From an optimization exercise on the open Yosys and OpenROAD flow, aimed at small area and a short achievable clock period; shortcuts taken in it are not production practice.
Where RTL was checked, it was by simulation tests only, not by an equivalence proof against the original.

the reference run:
==> module yuv_fetch, before the edit <==
module yuv_fetch (
	input logic CLOCK_50_I,
	input logic resetn,
	input logic start,
	output logic busy,
	output logic done,
	output logic [3:0] ph,
	output logic j_first,          
	output logic j_near_end,       
	output logic j_last,           
	output logic cmd_we,
	output csc_pkg::sram_addr_t cmd_addr
);
	logic [1:0] prime;             
	logic wr_on;
	logic done_pre;
	logic [6:0] jc;
	logic [16:0] gy;               
	logic [16:0] c_addr;
	csc_pkg::sram_addr_t wa;       
	logic wr_now, last_wr;
	assign wr_now = busy && wr_on && (ph != 4'd0) && (ph <= 4'd5 || ph == 4'd9);
	assign last_wr = wr_now && (wa == csc_pkg::RGB_LAST);
	assign cmd_we = wr_now;
	assign c_addr = gy + ((ph == 4'd7) ? 17'(csc_pkg::U_BASE + 18'd2) : 17'(csc_pkg::V_BASE + 18'd2));
	always_comb begin
		if (ph == 4'd6 || ph == 4'd0)
			cmd_addr = {gy, ph == 4'd0};
		else if (ph == 4'd7 || ph == 4'd8)
			cmd_addr = {1'b0, c_addr};
		else
			cmd_addr = wa;
	end
	always_ff @(posedge CLOCK_50_I or negedge resetn) begin
		if (!resetn) begin
			busy <= 1'b0;
			done <= 1'b0;
			done_pre <= 1'b0;
			wr_on <= 1'b0;
		end else begin
			done_pre <= last_wr;
			done <= done_pre;
			if (done_pre)
				busy <= 1'b0;
			else if (start)
				busy <= 1'b1;
			if (!busy || last_wr)
				wr_on <= 1'b0;
			else if (prime == 2'd0 && ph == 4'd2)
				wr_on <= 1'b1;
		end
	end
	always_ff @(posedge CLOCK_50_I) begin
		if (!busy) begin
			ph <= 4'd6;
			prime <= 2'd3;
			jc <= 7'd77;
			j_first <= 1'b0;
			j_near_end <= 1'b0;
			j_last <= 1'b0;
			gy <= 17'h1fffe;
			wa <= csc_pkg::RGB_BASE;
		end else begin
			ph <= (ph == 4'd9) ? 4'd0 : ph + 4'd1;
			if (ph == 4'd9) begin
				if (prime != 2'd0)
					prime <= prime - 2'd1;
				jc <= (jc == 7'd79) ? 7'd0 : jc + 7'd1;
				j_first <= (jc == 7'd79);
				j_near_end <= (jc == 7'd77);
				j_last <= (jc == 7'd78);
			end
			if (ph == 4'd0)
				gy <= gy + 17'd1;
			if (wr_now)
				wa <= wa + 18'd1;
		end
	end
endmodule
==> module csc_matrix, before the edit <==
module csc_matrix (
	input logic CLOCK_50_I,
	input csc_pkg::pixel_t y_in,
	input csc_pkg::pixel_t u_in,
	input csc_pkg::pixel_t v_in,
	output csc_pkg::pixel_t r,
	output csc_pkg::pixel_t g,
	output csc_pkg::pixel_t b
);
	csc_pkg::pixel_t y, u, v;
	always_ff @(posedge CLOCK_50_I) begin
		y <= y_in;
		u <= u_in;
		v <= v_in;
	end
	logic signed [26:0] ye, u1, v1, u3, v3, t, rs, gs, bs;
	assign ye = {19'd0, y};
	assign u1 = {{19{~u[7]}}, ~u[7], u[6:0]};
	assign v1 = {{19{~v[7]}}, ~v[7], v[6:0]};
	assign u3 = u1 + (u1 <<< 1);
	assign v3 = v1 + (v1 <<< 1);
	assign t = (ye <<< 16) + (ye <<< 13) + (ye <<< 11) + (ye <<< 9) - (ye <<< 2) - 27'sd1220544;
	assign rs = t + (v3 <<< 15) + (v3 <<< 11) + (v1 <<< 7) + (v1 <<< 4) + v3;
	assign gs = t - (u3 <<< 13) - (u1 <<< 10) - (u3 <<< 3) - (v3 <<< 14) - (v1 <<< 12) - (v1 <<< 5) - v1;
	assign bs = t + (u1 <<< 17) + (u1 <<< 10) + (u1 <<< 7) + (u3 <<< 3) + u3;
	function automatic csc_pkg::pixel_t sat(input logic signed [26:0] s);
		if (s[26])
			sat = 8'h00;
		else if (s[25:24] != 2'd0)
			sat = 8'hff;
		else
			sat = s[23:16];
	endfunction
	assign r = sat(rs);
	assign g = sat(gs);
	assign b = sat(bs);
endmodule
==> module rgb_store, before the edit <==
module rgb_store (
	input logic CLOCK_50_I,
	input logic [3:0] ph,
	input csc_pkg::pixel_t r,
	input csc_pkg::pixel_t g,
	input csc_pkg::pixel_t b,
	output csc_pkg::sram_word_t wdata
);
	csc_pkg::pixel_t r1, g1, b1;     
	csc_pkg::pixel_t r2, g2, b2;     
	always_ff @(posedge CLOCK_50_I) begin
		if (ph >= 4'd2 && ph <= 4'd5) begin
			r1 <= r;
			g1 <= g;
			b1 <= b;
			r2 <= r1;
			g2 <= g1;
			b2 <= b1;
		end
	end
	always_comb begin
		case (ph)
		4'd3: wdata = {r1, g1};
		4'd4, 4'd1: wdata = {b2, r1};
		4'd5: wdata = {g2, b2};
		4'd9: wdata = {r2, g2};
		default: wdata = {g1, b1};
		endcase
	end
endmodule
==> module csc_top, before the edit <==
module csc_top (
	input logic CLOCK_50_I,
	input logic resetn,
	input logic start,
	output logic busy,
	output logic done,
	output csc_pkg::sram_addr_t sram_addr,
	output csc_pkg::sram_word_t sram_wdata,
	output logic sram_we_n,
	input csc_pkg::sram_word_t sram_rdata
);
	logic [3:0] ph;
	logic j_first, j_near_end, j_last;
	logic cmd_we;
	csc_pkg::sram_addr_t cmd_addr;
	csc_pkg::sram_word_t cmd_wdata;
	csc_pkg::pixel_t ce_u, ce_v, c_odd, uo;
	csc_pkg::sram_word_t yh;         
	csc_pkg::pixel_t y_op, u_op, v_op;
	csc_pkg::pixel_t r, g, b;
	yuv_fetch seq_unit (
		.CLOCK_50_I, .resetn, .start, .busy, .done,
		.ph, .j_first, .j_near_end, .j_last,
		.cmd_we, .cmd_addr
	);
	chroma_interpolator interp_unit (
		.CLOCK_50_I, .ph, .j_first, .j_near_end, .j_last,
		.rdata(sram_rdata), .ce_u, .ce_v, .c_odd
	);
	always_ff @(posedge CLOCK_50_I) begin
		if (ph == 4'd9 || ph == 4'd3)
			yh <= sram_rdata;
		uo <= c_odd;     
	end
	always_comb begin
		if (!ph[0]) begin
			y_op = yh[7:0];
			u_op = uo;
			v_op = c_odd;
		end else begin
			y_op = (ph == 4'd3) ? sram_rdata[15:8] : yh[15:8];
			u_op = ce_u;
			v_op = ce_v;
		end
	end
	csc_matrix matrix_unit (
		.CLOCK_50_I, .y_in(y_op), .u_in(u_op), .v_in(v_op),
		.r, .g, .b
	);
	rgb_store store_unit (
		.CLOCK_50_I, .ph, .r, .g, .b, .wdata(cmd_wdata)
	);
	sram_arbiter arbiter_unit (
		.CLOCK_50_I, .resetn,
		.cmd_we, .cmd_addr, .cmd_wdata,
		.sram_addr, .sram_wdata, .sram_we_n
	);
endmodule
clock: 10.0 ns
lec_check: 0
cap_margin: 20
core_margin: 2
core_utilization: 50
setup_slack_margin: 5
slew_margin: 20
run.sh (not shown) runs the stock make flow with config.mk's settings and CLKGATE_MAP_FILE= SYNTH_SCRIPT=/design/flow/synth_recipe.tcl, a recipe that flattens the netlist after the stock synthesis.
The final layout from the reference run, which completed every stage, passed the timing, design-rule and antenna checks at the end of the flow.
diff inputs: the reference run => the trial run
--- a/flow/design.v
+++ b/flow/design.v
@@ -54,19 +54,19 @@
 	logic done_pre;
 	logic [6:0] jc;
 	logic [16:0] gy;               
 	logic [16:0] c_addr;
 	csc_pkg::sram_addr_t wa;       
 	logic wr_now, last_wr;
-	assign wr_now = busy && wr_on && (ph != 4'd0) && (ph <= 4'd5 || ph == 4'd9);
+	assign wr_now = busy && wr_on && (ph <= 4'd5);
 	assign last_wr = wr_now && (wa == csc_pkg::RGB_LAST);
 	assign cmd_we = wr_now;
 	assign c_addr = gy + ((ph == 4'd7) ? 17'(csc_pkg::U_BASE + 18'd2) : 17'(csc_pkg::V_BASE + 18'd2));
 	always_comb begin
-		if (ph == 4'd6 || ph == 4'd0)
-			cmd_addr = {gy, ph == 4'd0};
+		if (ph == 4'd6 || ph == 4'd9)
+			cmd_addr = {gy, ph[0]};
 		else if (ph == 4'd7 || ph == 4'd8)
 			cmd_addr = {1'b0, c_addr};
 		else
 			cmd_addr = wa;
 	end
 	always_ff @(posedge CLOCK_50_I or negedge resetn) begin
@@ -104,15 +104,14 @@
 				if (prime != 2'd0)
 					prime <= prime - 2'd1;
 				jc <= (jc == 7'd79) ? 7'd0 : jc + 7'd1;
 				j_first <= (jc == 7'd79);
 				j_near_end <= (jc == 7'd77);
 				j_last <= (jc == 7'd78);
-			end
-			if (ph == 4'd0)
 				gy <= gy + 17'd1;
+			end
 			if (wr_now)
 				wa <= wa + 18'd1;
 		end
 	end
 endmodule
 `timescale 1ns/100ps
@@ -197,28 +196,29 @@
 	input csc_pkg::pixel_t u_in,
 	input csc_pkg::pixel_t v_in,
 	output csc_pkg::pixel_t r,
 	output csc_pkg::pixel_t g,
 	output csc_pkg::pixel_t b
 );
-	csc_pkg::pixel_t y, u, v;
+	logic signed [25:0] ye, t_in, t_r;
+	csc_pkg::pixel_t u, v;
+	assign ye = {18'd0, y_in};
+	assign t_in = (ye <<< 16) + (ye <<< 13) + (ye <<< 11) + (ye <<< 9) - (ye <<< 2) - 26'sd1220544;
 	always_ff @(posedge CLOCK_50_I) begin
-		y <= y_in;
+		t_r <= t_in;
 		u <= u_in;
 		v <= v_in;
 	end
-	logic signed [26:0] ye, u1, v1, u3, v3, t, rs, gs, bs;
-	assign ye = {19'd0, y};
+	logic signed [26:0] t, u1, v1, rs, gs, bs;
+	assign t = t_r;
 	assign u1 = {{19{~u[7]}}, ~u[7], u[6:0]};
 	assign v1 = {{19{~v[7]}}, ~v[7], v[6:0]};
-	assign u3 = u1 + (u1 <<< 1);
-	assign v3 = v1 + (v1 <<< 1);
-	assign t = (ye <<< 16) + (ye <<< 13) + (ye <<< 11) + (ye <<< 9) - (ye <<< 2) - 27'sd1220544;
-	assign rs = t + (v3 <<< 15) + (v3 <<< 11) + (v1 <<< 7) + (v1 <<< 4) + v3;
-	assign gs = t - (u3 <<< 13) - (u1 <<< 10) - (u3 <<< 3) - (v3 <<< 14) - (v1 <<< 12) - (v1 <<< 5) - v1;
-	assign bs = t + (u1 <<< 17) + (u1 <<< 10) + (u1 <<< 7) + (u3 <<< 3) + u3;
+	assign rs = t + (v1 <<< 17) - (v1 <<< 15) + (v1 <<< 13) - (v1 <<< 11) + (v1 <<< 7) + (v1 <<< 4) + (v1 <<< 2) - v1;
+	assign gs = t - (u1 <<< 15) + (u1 <<< 13) - (u1 <<< 10) - (u1 <<< 5) + (u1 <<< 3)
+		- (v1 <<< 16) + (v1 <<< 14) - (v1 <<< 12) - (v1 <<< 5) - v1;
+	assign bs = t + (u1 <<< 17) + (u1 <<< 10) + (u1 <<< 7) + (u1 <<< 5) - (u1 <<< 2) - u1;
 	function automatic csc_pkg::pixel_t sat(input logic signed [26:0] s);
 		if (s[26])
 			sat = 8'h00;
 		else if (s[25:24] != 2'd0)
 			sat = 8'hff;
 		else
@@ -251,13 +251,13 @@
 	end
 	always_comb begin
 		case (ph)
 		4'd3: wdata = {r1, g1};
 		4'd4, 4'd1: wdata = {b2, r1};
 		4'd5: wdata = {g2, b2};
-		4'd9: wdata = {r2, g2};
+		4'd0: wdata = {r2, g2};
 		default: wdata = {g1, b1};
 		endcase
 	end
 endmodule
 `timescale 1ns/100ps
 module csc_top (
@@ -287,23 +287,23 @@
 	);
 	chroma_interpolator interp_unit (
 		.CLOCK_50_I, .ph, .j_first, .j_near_end, .j_last,
 		.rdata(sram_rdata), .ce_u, .ce_v, .c_odd
 	);
 	always_ff @(posedge CLOCK_50_I) begin
-		if (ph == 4'd9 || ph == 4'd3)
+		if (ph == 4'd9 || ph == 4'd2)
 			yh <= sram_rdata;
 		uo <= c_odd;     
 	end
 	always_comb begin
 		if (!ph[0]) begin
 			y_op = yh[7:0];
 			u_op = uo;
 			v_op = c_odd;
 		end else begin
-			y_op = (ph == 4'd3) ? sram_rdata[15:8] : yh[15:8];
+			y_op = yh[15:8];
 			u_op = ce_u;
 			v_op = ce_v;
 		end
 	end
 	csc_matrix matrix_unit (
 		.CLOCK_50_I, .y_in(y_op), .u_in(u_op), .v_in(v_op),
Results
The trial run finished end to end and its layout was clean on timing, DRC and antenna. Against the reference run, area of the multi-input gates in the trial run rose by a few percent. Reported for the trial run and the reference run, count of flip-flops with a built-in enable after synthesis turned out identical to the last digit. Length of routed met2 wiring went up by a little under 10% going from the reference run to the trial run. From the reference run to the trial run the numbers moved as follows: post-synthesis net count moved up; non-clock buffer count in the final layout now smaller. Looking at detailed route wirelength on metal3, the trial run sits 69% higher than the reference run does. Compared to the reference run, the router laid down more metal wire for the trial run. Area of all placed cells without fillers: the trial run worse than the reference run. The trial run vs the reference run: register-to-register slack up in the trial run. Diff the reference run -> the trial run | transition time at the pin with the least slew margin | decrease of 190 ps. Relative to the reference run, part of the cycle the worst path needs has gone down in the trial run. In the trial run, the worst setup slack came out 1080 ps above the value in the reference run.
Function was not checked in any run of this note: the RTL went through the layout flow alone.

========
## P
csc_top, a different RTL version from the one above (not shown whole).
Size: ~2500 cells after synthesis, ~56 I/O pins, about 27000 µm² of cells after synthesis.
==> module csc_matrix, before the edit <==
module csc_matrix (
	input logic CLOCK_50_I,
	input csc_pkg::pixel_t y_in,
	input csc_pkg::pixel_t u_in,
	input csc_pkg::pixel_t v_in,
	output csc_pkg::pixel_t r,
	output csc_pkg::pixel_t g,
	output csc_pkg::pixel_t b
);
	logic [24:0] ye;
	logic [24:0] t_in, t_r;
	logic [9:0] u3_in, v3_in, u3, v3;
	csc_pkg::pixel_t u, v;
	assign ye = {17'd0, y_in};
	assign t_in = (ye << 16) + (ye << 13) + (ye << 11) + (ye << 9) - (ye << 2);
	assign u3_in = {2'd0, u_in} + {1'd0, u_in, 1'd0};
	assign v3_in = {2'd0, v_in} + {1'd0, v_in, 1'd0};
	always_ff @(posedge CLOCK_50_I) begin
		t_r <= t_in;
		u <= u_in;
		v <= v_in;
		u3 <= u3_in;
		v3 <= v3_in;
	end
	localparam int NR = 6;
	localparam int NG = 8;
	localparam int NB = 6;
	localparam logic [15:0] KL_R = 16'd5824;
	localparam logic [15:0] KL_G = 16'd45033;
	localparam logic [15:0] KL_B = 16'd4800;
	localparam logic signed [11:0] KH_R = -12'sd223;
	localparam logic signed [11:0] KH_G = -12'sd269;
	localparam logic signed [11:0] KH_B = -12'sd277;
	logic [26:0] rr [NR];
	logic [26:0] gr [NG];
	logic [26:0] br [NB];
	logic [9:0] nu3, nv3;
	csc_pkg::pixel_t nu, nv;
	assign nu3 = ~u3;
	assign nv3 = ~v3;
	assign nu = ~u;
	assign nv = ~v;
	assign rr[0] = {2'd0, t_r};
	assign rr[1] = {2'd0, v3, 15'd0};
	assign rr[2] = {6'd0, v3, 11'd0};
	assign rr[3] = {12'd0, v, 7'd0};
	assign rr[4] = {15'd0, v, 4'd0};
	assign rr[5] = {17'd0, v3};
	assign gr[0] = {2'd0, t_r};
	assign gr[1] = {4'd0, nu3, 13'd0};
	assign gr[2] = {9'd0, nu, 10'd0};
	assign gr[3] = {14'd0, nu3, 3'd0};
	assign gr[4] = {3'd0, nv3, 14'd0};
	assign gr[5] = {7'd0, nv, 12'd0};
	assign gr[6] = {14'd0, nv, 5'd0};
	assign gr[7] = {19'd0, nv};
	assign br[0] = {2'd0, t_r};
	assign br[1] = {2'd0, u, 17'd0};
	assign br[2] = {9'd0, u, 10'd0};
	assign br[3] = {12'd0, u, 7'd0};
	assign br[4] = {14'd0, u3, 3'd0};
	assign br[5] = {17'd0, u3};
	function automatic logic [53:0] csa(input logic [26:0] a, input logic [26:0] b, input logic [26:0] c);
		logic [26:0] sm, cy;
		sm = a ^ b ^ c;
		cy = (a & b) | (a & c) | (b & c);
		csa = {sm, cy[25:0], 1'b0};
	endfunction
	logic [53:0] r1a, r1b, r2a, r3a, r4a;
	logic [53:0] g1a, g1b, g1c, g2a, g2b, g3a, g4a;
	logic [53:0] b1a, b1b, b2a, b3a, b4a;
	assign r1a = csa(rr[0], rr[1], rr[2]);
	assign r1b = csa(rr[3], rr[4], rr[5]);
	assign r2a = csa(r1a[53:27], r1a[26:0], r1b[53:27]);
	assign r3a = csa(r1b[26:0], {11'd0, KL_R}, r2a[53:27]);
	assign r4a = csa(r2a[26:0], r3a[53:27], r3a[26:0]);
	assign g1a = csa(gr[0], gr[1], gr[2]);
	assign g1b = csa(gr[3], gr[4], gr[5]);
	assign g1c = csa(gr[6], gr[7], {11'd0, KL_G});
	assign g2a = csa(g1a[53:27], g1a[26:0], g1b[53:27]);
	assign g2b = csa(g1b[26:0], g1c[53:27], g1c[26:0]);
	assign g3a = csa(g2a[53:27], g2a[26:0], g2b[53:27]);
	assign g4a = csa(g3a[53:27], g3a[26:0], g2b[26:0]);
	assign b1a = csa(br[0], br[1], br[2]);
	assign b1b = csa(br[3], br[4], br[5]);
	assign b2a = csa(b1a[53:27], b1a[26:0], b1b[53:27]);
	assign b3a = csa(b1b[26:0], {11'd0, KL_B}, b2a[53:27]);
	assign b4a = csa(b2a[26:0], b3a[53:27], b3a[26:0]);
	logic [16:0] rl, gl, bl;
	logic [10:0] rs_r, rc_r, gs_r, gc_r, bs_r, bc_r;
	logic rk_r, gk_r, bk_r;
	assign rl = {1'b0, r4a[42:27]} + {1'b0, r4a[15:0]};
	assign gl = {1'b0, g4a[42:27]} + {1'b0, g4a[15:0]};
	assign bl = {1'b0, b4a[42:27]} + {1'b0, b4a[15:0]};
	always_ff @(posedge CLOCK_50_I) begin
		rs_r <= r4a[53:43];
		rc_r <= r4a[26:16];
		rk_r <= rl[16];
		gs_r <= g4a[53:43];
		gc_r <= g4a[26:16];
		gk_r <= gl[16];
		bs_r <= b4a[53:43];
		bc_r <= b4a[26:16];
		bk_r <= bl[16];
	end
	function automatic csc_pkg::pixel_t sat(input logic signed [11:0] s);
		if (s[11])
			sat = 8'h00;
		else if (s[10:8] != 3'd0)
			sat = 8'hff;
		else
			sat = s[7:0];
	endfunction
	logic [10:0] rh, gh, bh;
	assign rh = rs_r + rc_r + {10'd0, rk_r};
	assign gh = gs_r + gc_r + {10'd0, gk_r};
	assign bh = bs_r + bc_r + {10'd0, bk_r};
	assign r = sat({1'b0, rh} + KH_R);
	assign g = sat({1'b0, gh} + KH_G);
	assign b = sat({1'b0, bh} + KH_B);
endmodule
Settings: LEC_CHECK=0, CAP_MARGIN=20, CORE_MARGIN=2, CORE_UTILIZATION=50, SETUP_SLACK_MARGIN=5, SLEW_MARGIN=20; clock period 10.0 ns.
Testbench counts of P, summed over its fixed seeds: frame cycles 1,536,248.
diff inputs: P => Q
diff --git a/flow/design.v b/flow/design.v
--- a/flow/design.v
+++ b/flow/design.v
@@ -267,14 +267,11 @@
 	end
 	localparam int NR = 6;
 	localparam int NG = 8;
 	localparam int NB = 6;
-	localparam logic [15:0] KL_R = 16'd5824;
-	localparam logic [15:0] KL_G = 16'd45033;
-	localparam logic [15:0] KL_B = 16'd4800;
-	localparam logic signed [11:0] KH_R = -12'sd223;
-	localparam logic signed [11:0] KH_G = -12'sd269;
-	localparam logic signed [11:0] KH_B = -12'sd277;
+	localparam logic [26:0] K_R = 27'(-14608704);
+	localparam logic [26:0] K_G = 27'(-17584151);
+	localparam logic [26:0] K_B = 27'(-18148672);
 	logic [26:0] rr [NR];
 	logic [26:0] gr [NG];
 	logic [26:0] br [NB];
 	logic [9:0] nu3, nv3;
@@ -314,21 +311,21 @@
 	logic [53:0] b1a, b1b, b2a, b3a, b4a;
 	assign r1a = csa(rr[0], rr[1], rr[2]);
 	assign r1b = csa(rr[3], rr[4], rr[5]);
 	assign r2a = csa(r1a[53:27], r1a[26:0], r1b[53:27]);
-	assign r3a = csa(r1b[26:0], {11'd0, KL_R}, r2a[53:27]);
+	assign r3a = csa(r1b[26:0], K_R, r2a[53:27]);
 	assign r4a = csa(r2a[26:0], r3a[53:27], r3a[26:0]);
 	assign g1a = csa(gr[0], gr[1], gr[2]);
 	assign g1b = csa(gr[3], gr[4], gr[5]);
-	assign g1c = csa(gr[6], gr[7], {11'd0, KL_G});
+	assign g1c = csa(gr[6], gr[7], K_G);
 	assign g2a = csa(g1a[53:27], g1a[26:0], g1b[53:27]);
 	assign g2b = csa(g1b[26:0], g1c[53:27], g1c[26:0]);
 	assign g3a = csa(g2a[53:27], g2a[26:0], g2b[53:27]);
 	assign g4a = csa(g3a[53:27], g3a[26:0], g2b[26:0]);
 	assign b1a = csa(br[0], br[1], br[2]);
 	assign b1b = csa(br[3], br[4], br[5]);
 	assign b2a = csa(b1a[53:27], b1a[26:0], b1b[53:27]);
-	assign b3a = csa(b1b[26:0], {11'd0, KL_B}, b2a[53:27]);
+	assign b3a = csa(b1b[26:0], K_B, b2a[53:27]);
 	assign b4a = csa(b2a[26:0], b3a[53:27], b3a[26:0]);
 	logic [16:0] rl, gl, bl;
 	logic [10:0] rs_r, rc_r, gs_r, gc_r, bs_r, bc_r;
 	logic rk_r, gk_r, bk_r;
@@ -345,23 +342,23 @@
 		bs_r <= b4a[53:43];
 		bc_r <= b4a[26:16];
 		bk_r <= bl[16];
 	end
-	function automatic csc_pkg::pixel_t sat(input logic signed [11:0] s);
-		if (s[11])
+	function automatic csc_pkg::pixel_t sat(input logic [10:0] s);
+		if (s[10])
 			sat = 8'h00;
-		else if (s[10:8] != 3'd0)
+		else if (s[9:8] != 2'd0)
 			sat = 8'hff;
 		else
 			sat = s[7:0];
 	endfunction
 	logic [10:0] rh, gh, bh;
 	assign rh = rs_r + rc_r + {10'd0, rk_r};
 	assign gh = gs_r + gc_r + {10'd0, gk_r};
 	assign bh = bs_r + bc_r + {10'd0, bk_r};
-	assign r = sat({1'b0, rh} + KH_R);
-	assign g = sat({1'b0, gh} + KH_G);
-	assign b = sat({1'b0, bh} + KH_B);
+	assign r = sat(rh);
+	assign g = sat(gh);
+	assign b = sat(bh);
 endmodule
 `timescale 1ns/100ps
 module rgb_store (
 	input logic CLOCK_50_I,
==> run summary <==
- Q and P all finish clean.
- Simple logic cell fraction of the synthesized area: Q vs P, no meaningful difference
- Number of nets in the synthesized netlist for Q is lower than for P.
- Relative to P, sequential fraction of the synthesis area increased by 0.64 points in Q.
- The higher highest clock rate of Q and P is in P.
- In the reports for Q and P, the smaller wire length belongs to Q.
- Between P and Q, shortest period the worst path allows increased.
- Of Q and P, P shows the higher smallest setup slack after layout, with Q below it.
- Q — wire length of the first global-routing pass 630 µm lower, P as reference
- Q has wire length on met1 below what P had.
- Q and P ended up with nearly the same worst hold slack.
- From Q to P, number of failing hold endpoints at the final stage did not move at all.
The RTL of Q was laid out without a check of its function.

## separate check: timing with driven ports
No port has a modelled driver above. Below, the same layouts with a new extraction and two added sets of constraints. Step 1 sets driving cells, clkbuf_16 on the clock port and buf_2 on the other inputs (assumed; they add their load-dependent delay and slew). Step 2 also shifts input and output timing later by t, the mid clock arrival at the registers, as if the neighbouring blocks saw the same clock. a / b / c = no drivers / after step 1 / after step 2; a / b = the first two.
run | shift t [ns] | setup WS [ns] | worst setup path at the end | worst register clock-pin slew, ns | cell pins on the clock port's net
the reference run | 0.593 | 3.422 / 3.422 / 3.422 | register to register | 0.07 / 0.07 | 1
the trial run | 0.620 | 4.501 / 4.501 / 4.501 | register to register | 0.06 / 0.06 | 1
P | 0.654 | 6.194 / 6.194 / 6.194 | register to register | 0.07 / 0.07 | 1
Q | 0.647 | 5.877 / 5.877 / 5.877 | register to register | 0.07 / 0.07 | 1
After both steps every run listed still meets setup and hold.
